From an optimization exercise on the open Yosys and OpenROAD flow, aimed at small area and few clock cycles per item; shortcuts taken in it are not production practice.
No run shown here included a check of the RTL's function; only the layout flow was run.

### design/flow/design.v
`timescale 1ns / 1ps
`default_nettype none
package ufd_pkg;
	localparam int unsigned FIELD_WIDTH = 32;
	localparam int unsigned QUOT_WIDTH  = 64;
	localparam int unsigned BITS_PER_CLK = 6;
	localparam int unsigned RW = 33;
endpackage
`default_nettype wire
`timescale 1ns / 1ps
`default_nettype none
module ufd_stage (
	input  wire logic [ufd_pkg::RW-1:0] ws_i,
	input  wire logic [ufd_pkg::RW-1:0] wc_i,    
	input  wire logic [1:0]             n_i,     
	input  wire logic [31:0]            d,
	output logic [ufd_pkg::RW-1:0]      ws_o,
	output logic [ufd_pkg::RW-1:0]      wc_o,
	output logic [1:0]                  qp,      
	output logic [1:0]                  qn       
);
	localparam int unsigned YW = ufd_pkg::RW + 2;
	logic signed [6:0] est;
	logic signed [6:0] m2, m1, m0, mm1;
	logic          pos, neg, two;
	logic [YW-1:0] ys;
	logic [YW-1:0] yc;
	logic [YW-1:0] nmag;
	logic [YW-1:0] op;
	logic [YW-1:0] sum;
	logic [YW-1:0] cry;
	always_comb begin
		case (d[30:28])
			3'd0:    begin m2 = 7'sd12; mm1 = -7'sd13; end
			3'd1:    begin m2 = 7'sd14; mm1 = -7'sd15; end
			3'd2:    begin m2 = 7'sd15; mm1 = -7'sd16; end
			3'd3:    begin m2 = 7'sd16; mm1 = -7'sd17; end
			3'd4:    begin m2 = 7'sd18; mm1 = -7'sd19; end
			3'd5:    begin m2 = 7'sd19; mm1 = -7'sd20; end
			3'd6:    begin m2 = 7'sd20; mm1 = -7'sd21; end
			default: begin m2 = 7'sd22; mm1 = -7'sd23; end
		endcase
		m1 = d[30] ? 7'sd6 : 7'sd4;
		m0 = d[30] ? -7'sd7 : -7'sd5;
	end
	always_comb begin
		est = ws_i[ufd_pkg::RW-1 -: 7] + wc_i[ufd_pkg::RW-1 -: 7];
		pos = (est >= m1);
		neg = (est < m0);
		two = pos ? (est >= m2) : (est < mm1);
		qp  = {pos & two, pos & ~two};
		qn  = {neg & two, neg & ~two};
		ys  = {ws_i, n_i};
		yc  = {wc_i, 1'b0, pos};
		nmag = ~(two ? {{(YW-33){1'b0}}, d, 1'b0} : {{(YW-32){1'b0}}, d});
		for (int j = 0; j < YW; j++) begin
			op[j] = nmag[j] ? pos : neg;
		end
		sum = ys ^ yc ^ op;
		cry = (ys & yc) | (ys & op) | (yc & op);
		ws_o = sum[ufd_pkg::RW-1:0];
		wc_o = {cry[ufd_pkg::RW-2:0], 1'b0};
	end
endmodule
`default_nettype wire
`timescale 1ns / 1ps
`timescale 1ns / 1ps
`default_nettype none
module unsigned_fractional_divider (
	input  wire logic                            clk,
	input  wire logic                            arst_n,
	input  wire logic                            in_valid,
	output logic                                 in_ready,
	input  wire logic [ufd_pkg::FIELD_WIDTH-1:0] in_dividend,
	input  wire logic [ufd_pkg::FIELD_WIDTH-1:0] in_divisor,
	output logic                                 out_valid,
	input  wire logic                            out_ready,
	output logic [ufd_pkg::QUOT_WIDTH-1:0]       out_quotient
);
	localparam int unsigned B  = ufd_pkg::BITS_PER_CLK;
	localparam int unsigned K  = B / 2;             
	localparam int unsigned RW = ufd_pkg::RW;
	logic [3:0]    cnt_q;      
	logic          done_q;     
	logic [RW-1:0] ws_q;
	logic [RW-1:0] wc_q;
	logic [30:0]   d_q;        
	logic [B:0]    nb_q;       
	logic [63:0]   q_q;        
	logic [B-1:0]  pp_q;       
	logic [B-1:0]  pn_q;       
	logic          held_q;     
	logic          corr_q;     
	logic          busy;
	logic          load;
	assign busy      = (cnt_q != 4'd0);
	assign in_ready  = ~busy & (~done_q | out_ready);
	assign load      = in_valid & in_ready;
	assign out_valid = done_q;
	logic        bz;
	logic        az;
	logic        quick;        
	logic [4:0]  s;
	logic [31:0] x16, x8, x4, x2, x1;
	logic [2:0]  p;            
	logic [3:0]  cnt_init;
	logic [31+B-1:0] y;        
	always_comb begin
		bz   = (in_divisor == 32'd0);
		az   = (in_dividend == 32'd0);
		quick = bz | az;
		s[4] = (in_divisor[31:16] == 16'd0);
		x16  = s[4] ? {in_divisor[15:0], 16'd0} : in_divisor;
		s[3] = (x16[31:24] == 8'd0);
		x8   = s[3] ? {x16[23:0], 8'd0} : x16;
		s[2] = (x8[31:28] == 4'd0);
		x4   = s[2] ? {x8[27:0], 4'd0} : x8;
		s[1] = (x4[31:30] == 2'd0);
		x2   = s[1] ? {x4[29:0], 2'd0} : x4;
		s[0] = ~x2[31];
		x1   = s[0] ? {x2[30:0], 1'b0} : x2;
		p        = '0;
		cnt_init = '0;
		for (int k = 0; k < 32; k++) begin
			if (s == 5'(k)) begin
				p        = 3'((B - ((34 + k) % B)) % B);
				cnt_init = 4'((34 + k + (B - ((34 + k) % B)) % B) / B);
			end
		end
		y        = {in_dividend, {(B-1){1'b0}}} >> p;
	end
	logic [RW-1:0] ws_s [K+1];
	logic [RW-1:0] wc_s [K+1];
	logic [B-1:0]  dp;         
	logic [B-1:0]  dn;         
	assign ws_s[0] = ws_q;
	assign wc_s[0] = wc_q;
	for (genvar i = 0; i < K; i++) begin : g_step
		ufd_stage u_step (
			.ws_i (ws_s[i]),
			.wc_i (wc_s[i]),
			.n_i  (nb_q[B-2*i -: 2]),
			.d    ({1'b1, d_q}),
			.ws_o (ws_s[i+1]),
			.wc_o (wc_s[i+1]),
			.qp   (dp[B-1-2*i -: 2]),
			.qn   (dn[B-1-2*i -: 2])
		);
	end
	logic [RW-1:0] rem;
	logic          rneg;
	logic          corr;
	logic [B+1:0]  lo;
	logic [63:0]   q_dec;
	logic [63:0]   q_n;
	always_comb begin
		rem   = ws_q + wc_q;
		rneg  = held_q ? corr_q : rem[RW-1];
		corr  = ~busy & rneg;
		lo    = {2'b00, pp_q} - {2'b00, pn_q} - {{(B+1){1'b0}}, corr};
		q_dec = q_q - 64'd1;
		q_n   = {lo[B+1] ? q_dec[63-B:0] : q_q[63-B:0], lo[B-1:0]};
	end
	assign out_quotient = q_n;
	always_ff @(posedge clk or negedge arst_n) begin
		if (!arst_n) begin
			cnt_q  <= 4'd0;
			done_q <= 1'b0;
		end else if (load) begin
			cnt_q  <= quick ? 4'd0 : cnt_init;
			done_q <= quick;
		end else if (busy) begin
			cnt_q  <= cnt_q - 4'd1;
			done_q <= (cnt_q == 4'd1);
		end else if (out_ready) begin
			done_q <= 1'b0;
		end
	end
	always_ff @(posedge clk) begin
		if (load) begin
			ws_q <= RW'(y[31+B-1:B+1]);
			wc_q <= '0;
			nb_q <= y[B:0];
		end else begin
			ws_q <= ws_s[K];
			wc_q <= wc_s[K];
			nb_q <= {nb_q[0], {B{1'b0}}};
		end
		held_q <= done_q & ~out_ready;
		corr_q <= rneg;
	end
	always_ff @(posedge clk) begin
		if (load) begin
			d_q  <= x1[30:0];
			q_q  <= '0;
			pp_q <= '0;
			pn_q <= {{(B-1){1'b0}}, bz};
		end else if (busy) begin
			q_q  <= q_n;
			pp_q <= dp;
			pn_q <= dn;
		end
	end
endmodule
`default_nettype wire
### design/flow/flow/run.sh
#!/bin/bash
# Standard layout, with the port buffers made from the smallest buffer cell.
set -o pipefail
export BUFFER_PORTS_ARGS="-buffer_cell sky130_fd_sc_hd__buf_1"
bash standard.sh finish > standard.log 2>&1
### design/flow/standard.sh
#!/bin/bash
# synth_recipe.tcl (not shown) runs the flow's synth.tcl, then flattens the netlist and writes it again
# the make line also repeats each setting of config.mk as NAME=value (left out here)
make -C /OpenROAD-flow-scripts/flow DESIGN_CONFIG=/design/flow/config.mk WORK_HOME=/design/flow/orfs CLKGATE_MAP_FILE= SYNTH_SCRIPT=/design/flow/synth_recipe.tcl "${@:-finish}"
### design/flow/config.mk
export PLATFORM = sky130hd
export DESIGN_NAME = unsigned_fractional_divider
export DESIGN_NICKNAME = unsigned_fractional_divider
export VERILOG_FILES = /design/flow/design.v
export SDC_FILE = /design/flow/constraint.sdc
export NUM_CORES = 4
export LEC_CHECK = 0
export ABC_AREA = 1
export CAP_MARGIN = 20
export CORE_MARGIN = 2
export CORE_UTILIZATION = 40
export SLEW_MARGIN = 20
### design/flow/constraint.sdc
create_clock -name core_clock -period 10.0 [get_ports {clk}]
set_input_delay 2.0000 -clock core_clock [delete_from_list [all_inputs] [get_ports {clk}]]
set_output_delay 2.0000 -clock core_clock [all_outputs]
set_load 0.01 [all_outputs]
==> notes.md, run 1 <==
----------------------------------------------------
[Outcome]
  Result of the run ... complete, no violations

[Yosys]
  Fraction of registers with async set or reset after synthesis ... 2.78%
  Sequential share of the synthesized area ... 22.4%
  Average size of a mapped cell ... 6.77 µm²
  Commonest register cell after synthesis ... dfxtp_1
  Cell type contributing the most total cell area after synthesis ... dfxtp_1
  Synth Net Count ... 2860
  #FFs+latches synth ... 180
  Count of yosys warnings during synthesis ... 6
  Top cells by area in the synthesized netlist ... dfxtp_1 (16%), nand2_1 (12%), fa_1 (11%)
  Number of library cell types mapped by synthesis ... 64
  Number of enable-type register cells in the synthesized netlist ... 32
  Post-synth top area share ... 16.2%
  Synthesized instance count ... 2606
  Area of the mapped netlist ... 17600 µm²

[Clock tree]
  Clock-pin transition on the worst setup and hold timing paths ... 0.08 ns
  Clock latency reported for the late side of the worst-skew pair ... 0.47 ns
  Longest Clk Path Bufs ... 2
  H-tree levels ... 4
  Clock tree from TritonCTS ... built
  Sinks on the clock net ... 180
  Clk root buf ... clkbuf_16
  Number of buffers added by the clock tree synthesis step ... 17

[Worst setup path]
  Slowest CP cell ... fa_1
  Top Family by Delay on Critical Path ... adder cells
  Worst setup path startpoint ... wc_q[26]$_SDFF_PP0_
  Critical Path RT ... 10.39 ns
  Crit path largest cell delay ... 0.52 ns
  Worst path buffer plus inverter count ... 7
  Startpoint class of the critical path ... flip-flop
  Type of the setup path with the least slack ... reg2reg
  WP data arrival ... 9.80 ns
  Critical path peak fanout ... 8
  Critical path endpoint category ... flip-flop
  Critical Path Most Common Cell ... nand2_1
  Worst flop-to-flop path startpoint ... wc_q[26]$_SDFF_PP0_

[Job]
  Max-cap check violation count ... 0

[Cells and area]
  Area Overhead vs Synth ... 11.6%
  Flip-flop and latch area ... 3950 µm²
  Antenna cell count ... 0
  Most frequent cells in the layout ... nand2_1 (575), inv_1 (355), nand3_1 (310)
  Ratio of cells with drive above 1 in the final layout ... 6.84%
  Most frequent standard cell in the layout excluding fill and tap cells ... nand2_1
  Final standard cell utilization of the core ... 45.5%
  Final layout net count ... 2959
  Final-layout fill cell count ... 4491
  Area of the multi-input gates ... 11900 µm²

[Detailed routing]
  Iter 0 DRT Violations ... 1476
  DR vias/cell ... 5.34
  First-pass DRT Iterations ... 7
  DRT Wirelength ... 57300 µm
  Final routed wire length divided by cell count ... 17.4 µm
  Routed via count ... 17600
  DRC violation count after routing ... 0
  Antenna violation net count after detailed routing ... 0

[Floorplan]
  Horizontal extent of the die ... 214 µm
  Core Footprint ... 43300 µm²
  Starting density of the core ... 40.8%
  DIE HEIGHT ... 214 µm
  Placement Rows ... 76
  Number of ports placed on the die boundary ... 134
  Die Outline Area ... 45800 µm²

[Global routing]
  Largest net degree at the start of global routing ... 72
  GRT overflow ... 0
  Total routing resource utilization after global routing ... 24.8%
  Number of antenna violations at the first check in global routing ... 0
  Wire length of the first global-routing pass ... 91400 µm
  Vias in the first global route ... 17000

[Timing]
  Fin Setup TNS ... 0 ns
  Hold Vio Cnt, Final ... 0
  Post-route clock period utilization ... 94.1%
  Highest attainable clock frequency ... 106 MHz
  Final setup viols ... 0
  Worst slew margin relative to its limit ... 38.3%
  Clock period minus final worst setup slack ... 9.41 ns
  Final number of max-transition violations ... 0
  Worst hold margin ... 0.460 ns
  Max Clock Skew ... 0.0172 ns
  Tightest Pin Transition ... 0.926 ns

[Placed design]
  Post-DP HPWL ... 44300 µm
  IO Port Bufs ... 133
  Placer Congestion ... 0.984

[Hold path]
  Startpoint of the tightest hold check path ... nb_q[0]$_SDFF_PN0_
  Type of the worst min-delay path ... reg2reg

----------------------------------------------------
-- final cells by class --
cell class / count / area share, %
Multi-Input combinational cell: 1937 / 60.3
Sequential cell: 180 / 20.1
Inverter: 375 / 7.18
Timing Repair Buffer: 194 / 5.60
Tap cell: 585 / 3.72
Clock buffer: 17 / 2.16
Clock inverter: 15 / 0.992
-- cells by family after synthesis --
family / Yosys count / synth area share, %
XOR/XNOR: 77 / 3.82
AO/OA/AOI/OAI: 420 / 13.4
AND/OR/NAND/NOR: 1239 / 31.1
multiplexers: 12 / 0.681
adder cells (fa/ha/maj): 186 / 17.2
flip-flops: 180 / 22.4
buffers and inverters: 492 / 11.5
-- final timing paths --
kind                       cells after the start  slack, ns                    to
hold reg to reg                                2       0.46       nb_q[6]$_DFF_P_
setup / recovery                              58       0.59      ws_q[27]$_DFF_P_
max in group asynchronous                      1       8.39  cnt_q[3]$_DFFE_PN0P_
hold / removal                                 2       0.46       nb_q[6]$_DFF_P_
min in group asynchronous                      1       1.37  cnt_q[0]$_DFFE_PN0P_
setup reg to reg                              58       0.59      ws_q[27]$_DFF_P_
-- registers in the layout, indices dropped and copies added, names as in the netlist --
signal / cells
done_q: 1
nb_q: 7
held_q: 1
q_q: 58
corr_q: 1
ws_q: 33
d_q: 31
pn_q: 6
pp_q: 6
wc_q: 32
cnt_q: 4
-- metal layers --
| layer | share of wire, % | up-vias | GRT usage [%] | wire, µm |
|---|---|---|---|---|
| met4 | 3.3 | 0 | 9.23 | 1910 |
| met2 | 47 | 596 | 41.8 | 27000 |
| met1 | 44 | 8264 | 32.5 | 25200 |
| li1 | - | 8669 | - | - |
| met3 | 5.6 | 106 | 3.20 | 3240 |
| met5 | 0 | - | 0 | 0 |
-- repair_timing --
item,in CTS,in global routing
setup endpoints to repair,64,66
pin swaps,3,12
gates cloned,2,3
hold buffers,0,0
gates resized for setup,14,53
setup buffers,0,13
-- synth_stat cells, drive strengths merged (30+ instances only) --
cell / n
xor2: 69
or2: 30
a21oi: 60
inv: 373
edfxtp: 32
ha: 92
nand2: 597
nand4: 31
nand3: 315
fa: 94
o21ai: 271
nor2: 222
buf: 58
clkbuf: 59
dfxtp: 143
-- per-stage QoR --
step | worst slack [ns] | std cells | cell area, µm²
3_3_place_gp | -0.232 | 3252 | 18600
4_1_cts | 0.00108 | 3286 | 19300
2_1_floorplan | 0.287 | 2606 | 17600
5_1_grt | -0.0613 | 3303 | 19700
6_report | 0.592 | 3303 | 19700
3_5_place_dp | -0.363 | 3252 | 18600
-- worst min-delay path, cell delays in order, from the launching register on --
cell	delay, ns
dfxtp_1	0.32
nand2_1	0.05
nand3_1	0.07
==> run 2, diff against run 1 <==
--- a/design/flow/design.v
+++ b/design/flow/design.v
@@ -104,6 +104,8 @@
 	logic [31:0] x16, x8, x4, x2, x1;
 	logic [2:0]  p;            
 	logic [3:0]  cnt_init;
+	logic        a12;          
+	logic [31:0] an;           
 	logic [31+B-1:0] y;        
 	always_comb begin
 		bz   = (in_divisor == 32'd0);
@@ -127,7 +129,10 @@
 				cnt_init = 4'((34 + k + (B - ((34 + k) % B)) % B) / B);
 			end
 		end
-		y        = {in_dividend, {(B-1){1'b0}}} >> p;
+		a12      = (in_dividend[31:20] == 12'd0);
+		an       = a12 ? {in_dividend[19:0], 12'd0} : in_dividend;
+		if (a12) cnt_init = cnt_init - 4'(12 / B);
+		y        = {an, {(B-1){1'b0}}} >> p;
 	end
 	logic [RW-1:0] ws_s [K+1];
 	logic [RW-1:0] wc_s [K+1];
@@ -151,15 +156,18 @@
 	logic          rneg;
 	logic          corr;
 	logic [B+1:0]  lo;
-	logic [63:0]   q_dec;
+	logic [63-B:0] tz;         
 	logic [63:0]   q_n;
 	always_comb begin
 		rem   = ws_q + wc_q;
 		rneg  = held_q ? corr_q : rem[RW-1];
 		corr  = ~busy & rneg;
 		lo    = {2'b00, pp_q} - {2'b00, pn_q} - {{(B+1){1'b0}}, corr};
-		q_dec = q_q - 64'd1;
-		q_n   = {lo[B+1] ? q_dec[63-B:0] : q_q[63-B:0], lo[B-1:0]};
+		tz[0] = 1'b1;
+		for (int i = 1; i <= 63 - B; i++) begin
+			tz[i] = tz[i-1] & ~q_q[i-1];
+		end
+		q_n   = {q_q[63-B:0] ^ ({(64-B){lo[B+1]}} & tz), lo[B-1:0]};
 	end
 	assign out_quotient = q_n;
 	always_ff @(posedge clk or negedge arst_n) begin
==> notes.md, run 2 <==
----------------------------------------------------
[Outcome]
  Result of the run ... complete, no violations

[Yosys]
  XOR/XNOR share of the synthesized area ... 1.42% (-2.4 points)
  Commonest register cell after synthesis ... dfxtp_1
  Cell type contributing the most total cell area after synthesis ... dfxtp_1
  Simple-gate area share of the yosys netlist ... 32.2% (+1.1 points)
  Top cells by area in the synthesized netlist ... dfxtp_1 (17%), nand2_1 (16%), fa_1 (11%)
  Mux cell area share after synthesis ... 0.986% (+0.30 points)
  Post-synth top area share ... 16.6% (+0.35 points)
  Fraction of registers with async set or reset after synthesis ... 2.78% (unchanged)
  Dominant cell by count in the synthesized netlist ... nand2_1
  Adder and majority cell fraction of the synthesized area ... 17.6% (+0.45 points)
  Number of library cell types mapped by synthesis ... 57 (-11%)
  Synthesized instance count ... 2596 (-0.38%)
  #FFs+latches synth ... 180 (unchanged)
  Area of the mapped netlist ... 17300 µm² (-2.1%)
  Synth Net Count ... 2851 (-0.31%)
  Compound-cell area share of the yosys netlist ... 14.0% (+0.60 points)
  Sequential share of the synthesized area ... 22.9% (+0.49 points)
  Average size of a mapped cell ... 6.65 µm² (-1.8%)
  Number of enable-type register cells in the synthesized netlist ... 32 (unchanged)
  Most instantiated cells after synthesis ... nand2_1 (717), inv_1 (332), nand3_1 (312)
  Count of yosys warnings during synthesis ... 6 (unchanged)
  Largest family of logic cells by synthesized area ... simple AND/OR/NAND/NOR gates

[Floorplan]
  Placement Rows ... 76 (unchanged)
  Die Outline Area ... 44800 µm² (-2.1%)
  Horizontal extent of the die ... 212 µm (-1.1%)
  Number of ports placed on the die boundary ... 134 (unchanged)
  Core Footprint ... 42800 µm² (-1.1%)
  Starting density of the core ... 40.3% (-0.42 points)
  DIE HEIGHT ... 212 µm (-1.1%)

[Timing]
  Final setup viols ... 0 (unchanged)
  Final number of max-transition violations ... 0 (unchanged)
  Clock period minus final worst setup slack ... 9.57 ns (+0.162 ns)
  Hold Vio Cnt, Final ... 0 (unchanged)
  Post-route clock period utilization ... 95.7% (+1.6 points)
  Max Clock Skew ... 0.0230 ns (+0.00581 ns)
  Worst slew margin relative to its limit ... 43.3% (+5.0 points)
  Tightest Pin Transition ... 0.842 ns (-0.0832 ns)
  Highest attainable clock frequency ... 104 MHz (-1.7%)

[Placed design]
  Placer Congestion ... 1.01 (+2.7%)
  DP Area ... 18300 µm² (-1.5%)
  IO Port Bufs ... 133 (unchanged)
  Post-DP HPWL ... 44300 µm (+0.13%)

[Worst setup path]
  Critical path endpoint category ... flip-flop
  Critical Path Most Common Cell ... nand2_1
  Critical Path RT ... 10.34 ns (-0.05 ns)
  WP data arrival ... 9.91 ns (+0.11 ns)
  Type of the setup path with the least slack ... reg2reg
  Startpoint class of the critical path ... flip-flop
  Slowest CP cell ... fa_1
  Critical path peak fanout ... 16 (+8)
  Crit path largest cell delay ... 0.49 ns (-0.03 ns)

[Cells and area]
  Final layout net count ... 2957 (-0.068%)
  Largest reg by FF count ... q_q
  Number of flip-flops under the largest register name ... 58 (unchanged)
  Most frequent standard cell in the layout excluding fill and tap cells ... nand2_1
  Most frequent cells in the layout ... nand2_1 (710), inv_1 (330), nand3_1 (311)
  Area Overhead vs Synth ... 13.2%
  Cell area after layout ... 19500 µm² (-0.69%)
  Largest registers ... q_q (58), ws_q (33), wc_q (32)
  Final-layout fill cell count ... 4461 (-0.67%)
  Area of the multi-input gates ... 11700 µm² (-1.4%)
  Flip-flop and latch area ... 3950 µm² (about the same)
  Ratio of cells with drive above 1 in the final layout ... 8.55% (+1.7 points)

[Detailed routing]
  First-pass DRT Iterations ... 6 (-1)
  DR vias/cell ... 5.45 (+2.1%)
  DRC violation count after routing ... 0 (unchanged)
  Routed via count ... 17800 (+0.85%)
  Iter 0 DRT Violations ... 1586 (+7.5%)
  Antenna violation net count after detailed routing ... 0 (unchanged)
  DRT Wirelength ... 58900 µm (+2.7%)
  Final routed wire length divided by cell count ... 18.0 µm (+4.0%)

[Job]
  Max-cap check violation count ... 0 (unchanged)

[Clock tree]
  Clock latency reported for the late side of the worst-skew pair ... 0.47 ns (about the same)
  Clock tree from TritonCTS ... built
  H-tree levels ... 4 (unchanged)
  Clock-pin transition on the worst setup and hold timing paths ... 0.08 ns (about the same)
  Clk root buf ... clkbuf_16
  Sinks on the clock net ... 180 (unchanged)
  Number of buffers added by the clock tree synthesis step ... 17 (unchanged)
  Longest Clk Path Bufs ... 2 (unchanged)

[Hold path]
  Type of the worst min-delay path ... reg2reg

[Global routing]
  Number of antenna violations at the first check in global routing ... 1 (+1)
  GR Util met1 ... 32.1% (-0.39 points)
  GRT overflow ... 0 (unchanged)
  GR Layer Usage met2 ... 43.9% (+2.1 points)
  Wire length of the first global-routing pass ... 90700 µm (-0.82%)
  Largest net degree at the start of global routing ... 70 (-2.8%)
  Met3 GRT Util ... 3.32% (+0.13 points)
  Most used routing layer in global routing ... met2
  Vias in the first global route ... 16900 (-0.17%)
  Total routing resource utilization after global routing ... 25.8% (+0.97 points)

----------------------------------------------------
==> run 2: cell families (layout without fill, tap and decap cells) <==
kind of cell             Yosys count  count (layout)
AND/OR/NAND/NOR                 1278            1278
multiplexers                      17              17
buffers and inverters            470             589
flip-flops                       180             180
adder cells (fa/ha/maj)          187             187
other                              0               1
AO/OA/AOI/OAI                    436             436
XOR/XNOR                          28              28
==> run 2: final timing paths <==
kind	slack (ns)	end	startpoint	depth (start not counted)
max	0.43	ws_q[9]$_DFF_P_	wc_q[26]$_SDFF_PP0_	51
min	0.47	pp_q[2]$_SDFFE_PP0P_	pp_q[2]$_SDFFE_PP0P_	2
max reg2reg	0.43	ws_q[9]$_DFF_P_	wc_q[26]$_SDFF_PP0_	51
min reg2reg	0.47	pp_q[2]$_SDFFE_PP0P_	pp_q[2]$_SDFFE_PP0P_	2
max in group asynchronous	8.41	done_q$_DFFE_PN0P_	arst_n	1
min in group asynchronous	1.37	cnt_q[0]$_DFFE_PN0P_	arst_n	1
==> run 2: final cells by class <==
class                           instances  share of cell area, %
Inverter                              347                   6.70
Antenna cell                            1                 0.0128
Timing Repair Buffer                  210                   6.44
Sequential cell                       180                   20.2
Tap cell                              546                   3.50
Clock inverter                         15                   1.08
Clock buffer                           17                   2.18
Multi-Input combinational cell       1946                   59.9
==> run 2: critical path, delay by kind of cell, from the launching register on <==
family	cells	cell delay [ns]
AND/OR/NAND/NOR	17	1.89
AO/OA/AOI/OAI	14	1.97
buffers and inverters	8	1.12
adder cells (fa/ha/maj)	10	3.72
XOR/XNOR	2	0.36
flip-flops	1	0.34
==> run 2: per-stage QoR <==
stage | util (%) | std cells | setup WS, ns | setup TNS, ns | hold WS [ns]
floorplan | - | 2596 | 0.0926 | 0 | 0.419
global placement | 42.9 | 3204 | 0.0364 | 0 | 0.452
detailed placement | 42.9 | 3204 | -0.216 | -5.73 | 0.450
CTS | 44.6 | 3240 | 0.00728 | 0 | 0.468
global route | 45.7 | 3261 | -0.0925 | -1.21 | 0.518
finish | 45.7 | 3262 | 0.430 | 0 | 0.466
==> run 2: per-layer routing <==
| layer | vias to the layer above | part of all wire [%] |
|---|---|---|
| li1 | 8670 | - |
| met1 | 8262 | 41 |
| met4 | 0 | 5.1 |
| met2 | 690 | 48 |
| met3 | 163 | 6.1 |
| met5 | - | 0 |
==> run 2: timing repair <==
item	CTS	global route
cloned	1	6
endpoints found under the setup margin	57	69
hold endpoints to repair	0	0
pin swaps	1	30
hold buffers	0	0
buffers inserted	3	15
gates resized for setup	9	69
==> run 3, diff against run 2 <==
--- a/design/flow/design.v
+++ b/design/flow/design.v
@@ -3,7 +3,7 @@
 package ufd_pkg;
 	localparam int unsigned FIELD_WIDTH = 32;
 	localparam int unsigned QUOT_WIDTH  = 64;
-	localparam int unsigned BITS_PER_CLK = 6;
+	localparam int unsigned BITS_PER_CLK = 10;
 	localparam int unsigned RW = 33;
 endpackage
 `default_nettype wire
@@ -102,10 +102,8 @@
 	logic        quick;        
 	logic [4:0]  s;
 	logic [31:0] x16, x8, x4, x2, x1;
-	logic [2:0]  p;            
+	logic [3:0]  p;            
 	logic [3:0]  cnt_init;
-	logic        a12;          
-	logic [31:0] an;           
 	logic [31+B-1:0] y;        
 	always_comb begin
 		bz   = (in_divisor == 32'd0);
@@ -125,14 +123,11 @@
 		cnt_init = '0;
 		for (int k = 0; k < 32; k++) begin
 			if (s == 5'(k)) begin
-				p        = 3'((B - ((34 + k) % B)) % B);
+				p        = 4'((B - ((34 + k) % B)) % B);
 				cnt_init = 4'((34 + k + (B - ((34 + k) % B)) % B) / B);
 			end
 		end
-		a12      = (in_dividend[31:20] == 12'd0);
-		an       = a12 ? {in_dividend[19:0], 12'd0} : in_dividend;
-		if (a12) cnt_init = cnt_init - 4'(12 / B);
-		y        = {an, {(B-1){1'b0}}} >> p;
+		y        = {in_dividend, {(B-1){1'b0}}} >> p;
 	end
 	logic [RW-1:0] ws_s [K+1];
 	logic [RW-1:0] wc_s [K+1];
==> design/flow/flow/run.sh (replaced) <==
#!/bin/bash
# The standard layout, with two changes: the port buffers are made from the
# smallest buffer cell, and synthesis leaves adders to ABC instead of
# extracting them into the platform's full-adder cells (ADDER_MAP_FILE).
# Everything else, including the synthesis script, is standard.sh's own.
set -o pipefail
export BUFFER_PORTS_ARGS="-buffer_cell sky130_fd_sc_hd__buf_1"
export ADDER_MAP_FILE=
bash standard.sh finish > standard.log 2>&1
==> notes.md, run 3 <==
----------------------------------------------------
[Timing]
  Highest attainable clock frequency ... 99.7 MHz (-4.6%)
  Clock period minus final worst setup slack ... 10.04 ns (+0.465 ns)
  Final setup slack of the worst path ... -0.0351 ns (-0.465 ns)
  Final number of max-transition violations ... 0 (unchanged)
  Max Clock Skew ... 0.0168 ns (-0.00622 ns)
  Worst slew margin relative to its limit ... 36.5% (-6.8 points)
  Post-route clock period utilization ... 100% (+4.7 points)
  Final setup viols ... 5 (+5)
  Tightest Pin Transition ... 0.952 ns (+0.110 ns)
  RSZ-0062 raised after global routing ... true
  Hold Vio Cnt, Final ... 0 (unchanged)

[Detailed routing]
  Antenna violation net count after detailed routing ... 0 (unchanged)
  DRC violation count after routing ... 0 (unchanged)
  DRT Wirelength ... 91600 µm (+56%)
  DR vias/cell ... 5.34 (-2.1%)
  First-pass DRT Iterations ... 9 (+3)
  Routed via count ... 29000 (+63%)
  Final routed wire length divided by cell count ... 16.9 µm (-6.6%)
  Iter 0 DRT Violations ... 2354 (+48%)

[Worst setup path]
  Critical Path RT ... 10.45 ns (+0.11 ns)
  Critical path peak fanout ... 15 (-1)
  Logic depth of the worst register-to-register path ... 83 (+63%)
  Startpoint class of the critical path ... flip-flop
  Critical path endpoint category ... flip-flop
  Slowest CP cell ... dfxtp_2
  WP data arrival ... 10.48 ns (+0.57 ns)
  Type of the setup path with the least slack ... reg2reg
  Crit path largest cell delay ... 0.36 ns (-0.13 ns)
  Critical Path Most Common Cell ... nand2_2

[Hold path]
  Hold path cells ... 2 (unchanged)
  Type of the worst min-delay path ... reg2reg

[Yosys]
  Average size of a mapped cell ... 5.33 µm² (-20%)
  Sequential share of the synthesized area ... 17.9% (-5.0 points)
  Fraction of registers with async set or reset after synthesis ... 2.66% (-0.12 points)
  Top cells by area in the synthesized netlist ... nand2_1 (23%), dfxtp_1 (13%), nand3_1 (11%)
  Synthesized instance count ... 4306 (+66%)
  Area of the mapped netlist ... 23000 µm² (+33%)
  Number of library cell types mapped by synthesis ... 67 (+18%)
  Count of yosys warnings during synthesis ... 6 (unchanged)
  Post-synth top area share ... 22.9% (+6.3 points)
  Cell type contributing the most total cell area after synthesis ... nand2_1
  #FFs+latches synth ... 188 (+4.4%)
  Number of enable-type register cells in the synthesized netlist ... 32 (unchanged)
  Synth Net Count ... 4374 (+53%)
  Dominant cell by count in the synthesized netlist ... nand2_1
  Most instantiated cells after synthesis ... nand2_1 (1399), inv_1 (545), nand3_1 (525)
  Commonest register cell after synthesis ... dfxtp_1

[Clock tree]
  H-tree levels ... 4 (unchanged)
  Longest Clk Path Bufs ... 2 (unchanged)
  Clock-pin transition on the worst setup and hold timing paths ... 0.09 ns (about the same)
  Post-CTS Hold Fix Bufs ... 0 (unchanged)
  Clk root buf ... clkbuf_16
  Clock tree from TritonCTS ... built
  Clock latency reported for the late side of the worst-skew pair ... 0.51 ns (+0.04 ns)
  Number of buffers added by the clock tree synthesis step ... 17 (unchanged)
  Sinks on the clock net ... 188 (+4.4%)

[Cells and area]
  Antenna cell count ... 0 (-1)
  Largest reg by FF count ... q_q
  Count of placed standard cells in the final layout, fillers left out ... 5434 (+67%)
  Most frequent standard cell in the layout excluding fill and tap cells ... nand2_1
  Largest registers ... q_q (54), ws_q (33), wc_q (32)
  Area Overhead vs Synth ... 32.0%
  Ratio of cells with drive above 1 in the final layout ... 23.9% (+15 points)
  Most frequent cells in the layout ... nand2_1 (1234), inv_1 (518), o21ai_0 (487)
  Final layout net count ... 4733 (+60%)
  Final standard cell utilization of the core ... 53.6% (+7.9 points)
  Number of flip-flops under the largest register name ... 54 (-6.9%)

[Placed design]
  IO Port Bufs ... 133 (unchanged)
  Pre-CTS setup slack ... -0.0115 ns (+0.204 ns)
  Placer Congestion ... 0.964 (-4.6%)
  Placed instance count ... 5290 (+65%)
  Post-DP HPWL ... 68000 µm (+53%)

[Floorplan]
  Die Outline Area ... 59400 µm² (+32%)
  Placement Rows ... 87 (+14%)
  Horizontal extent of the die ... 244 µm (+15%)
  DIE HEIGHT ... 244 µm (+15%)
  Starting density of the core ... 40.6% (+0.25 points)
  Number of ports placed on the die boundary ... 134 (unchanged)
  Core Footprint ... 56600 µm² (+32%)

[Job]
  Max-cap check violation count ... 0 (unchanged)

[Global routing]
  Number of antenna violations at the first check in global routing ... 3 (+2)
  Vias in the first global route ... 24700 (+46%)
  Wire length of the first global-routing pass ... 134000 µm (+48%)
  GRT overflow ... 0 (unchanged)
  Total routing resource utilization after global routing ... 28.3% (+2.5 points)
  Largest net degree at the start of global routing ... 72 (+2.9%)

[Outcome]
  Layout checks that failed ..... setup timing
  Result of the run ... failed layout checks

----------------------------------------------------
==> run 3: logic make-up after synthesis <==
logic type	after synthesis	synth area share (%)
compound gates	709	16.7
buf+inv	766	13.2
flops	188	17.9
xor+xnor	107	4.23
simple gates	2520	47.2
mux	16	0.697
==> run 3: layout make-up <==
| class | count | area [µm²] |
|---|---|---|
| well taps | 756 | 946 |
| inverters | 602 | 2280 |
| clock inverters | 15 | 190 |
| fillers | 5857 | 26300 |
| clock buffers | 17 | 425 |
| flip-flops and latches | 188 | 4130 |
| repair buffers | 495 | 3790 |
| multi-input cells | 3361 | 18600 |
==> run 3: critical path, delay by kind of cell (launching register included) <==
family | cells | cell delay [ns]
and+or+nand+nor | 64 | 6.84
buffers and inverters | 11 | 1.45
AOI/OAI and AO/OA | 7 | 0.97
DFF | 1 | 0.36
xor gates and xnor gates | 1 | 0.28
==> run 3: final timing paths <==
path	start	endpoint	slack, ns
max in group asynchronous	arst_n	cnt_q[1]$_DFFE_PN0P_	8.48
min in group asynchronous	arst_n	cnt_q[2]$_DFFE_PN0P_	1.32
max reg2reg	wc_q[27]$_SDFF_PP0_	wc_q[26]$_SDFF_PP0_	-0.04
max	wc_q[27]$_SDFF_PP0_	wc_q[26]$_SDFF_PP0_	-0.04
min reg2reg	nb_q[0]$_SDFF_PN0_	nb_q[10]$_DFF_P_	0.45
min	nb_q[0]$_SDFF_PN0_	nb_q[10]$_DFF_P_	0.45
==> run 3: timing repair <==
item                                   in CTS  in global routing
setup endpoints to repair                  34                 81
setup buffers                               0                 95
gates cloned                                0                 17
endpoints found under the hold margin       0                  0
resized for setup                           5                721
pin swaps                                   2                266
==> run 3: layer usage <==
layer,track usage [%],up-vias,wire length (µm)
li1,-,14500,-
met1,38.5,13000,39500
met2,46.1,1217,41200
met3,3.93,242,7410
met4,8.90,4,3490
met5,0,-,22
==> run 3: through the flow <==
stage | area [µm²] | setup TNS (ns) | hold slack, ns
floorplan | 23000 | 0 | 0.413
global placement | 25800 | -0.0554 | 0.427
detailed placement | 25800 | -0.0206 | 0.431
CTS | 26400 | -0.0142 | 0.449
global route | 30300 | -28.87 | 0.479
finish | 30300 | -0.0922 | 0.451

[port drivers added, routing unchanged]
The flow's constraints put no driver on any port. The routed layouts listed below were extracted and timed again, unchanged, in two steps.
Step 1 sets driving cells, clkbuf_16 on the clock port and buf_2 on the other inputs (assumed; they add their load-dependent delay and slew).
Step 2 also shifts input and output timing later by t, the mid clock arrival at the registers, as if the neighbouring blocks saw the same clock.
Slacks: ideal / step 1 / step 2; pairs: ideal / step 1.
run	t (ns)	setup WS [ns]	hold WS [ns]	worst setup path at the end
run 1	0.513	0.592 / 0.592 / 0.592	0.460 / 0.460 / 0.460	register to register
run 2	0.516	0.430 / 0.430 / 0.430	0.466 / 0.466 / 0.466	register to register
run 3	0.556	-0.035 / -0.035 / -0.035	0.451 / 0.451 / 0.451	register to register
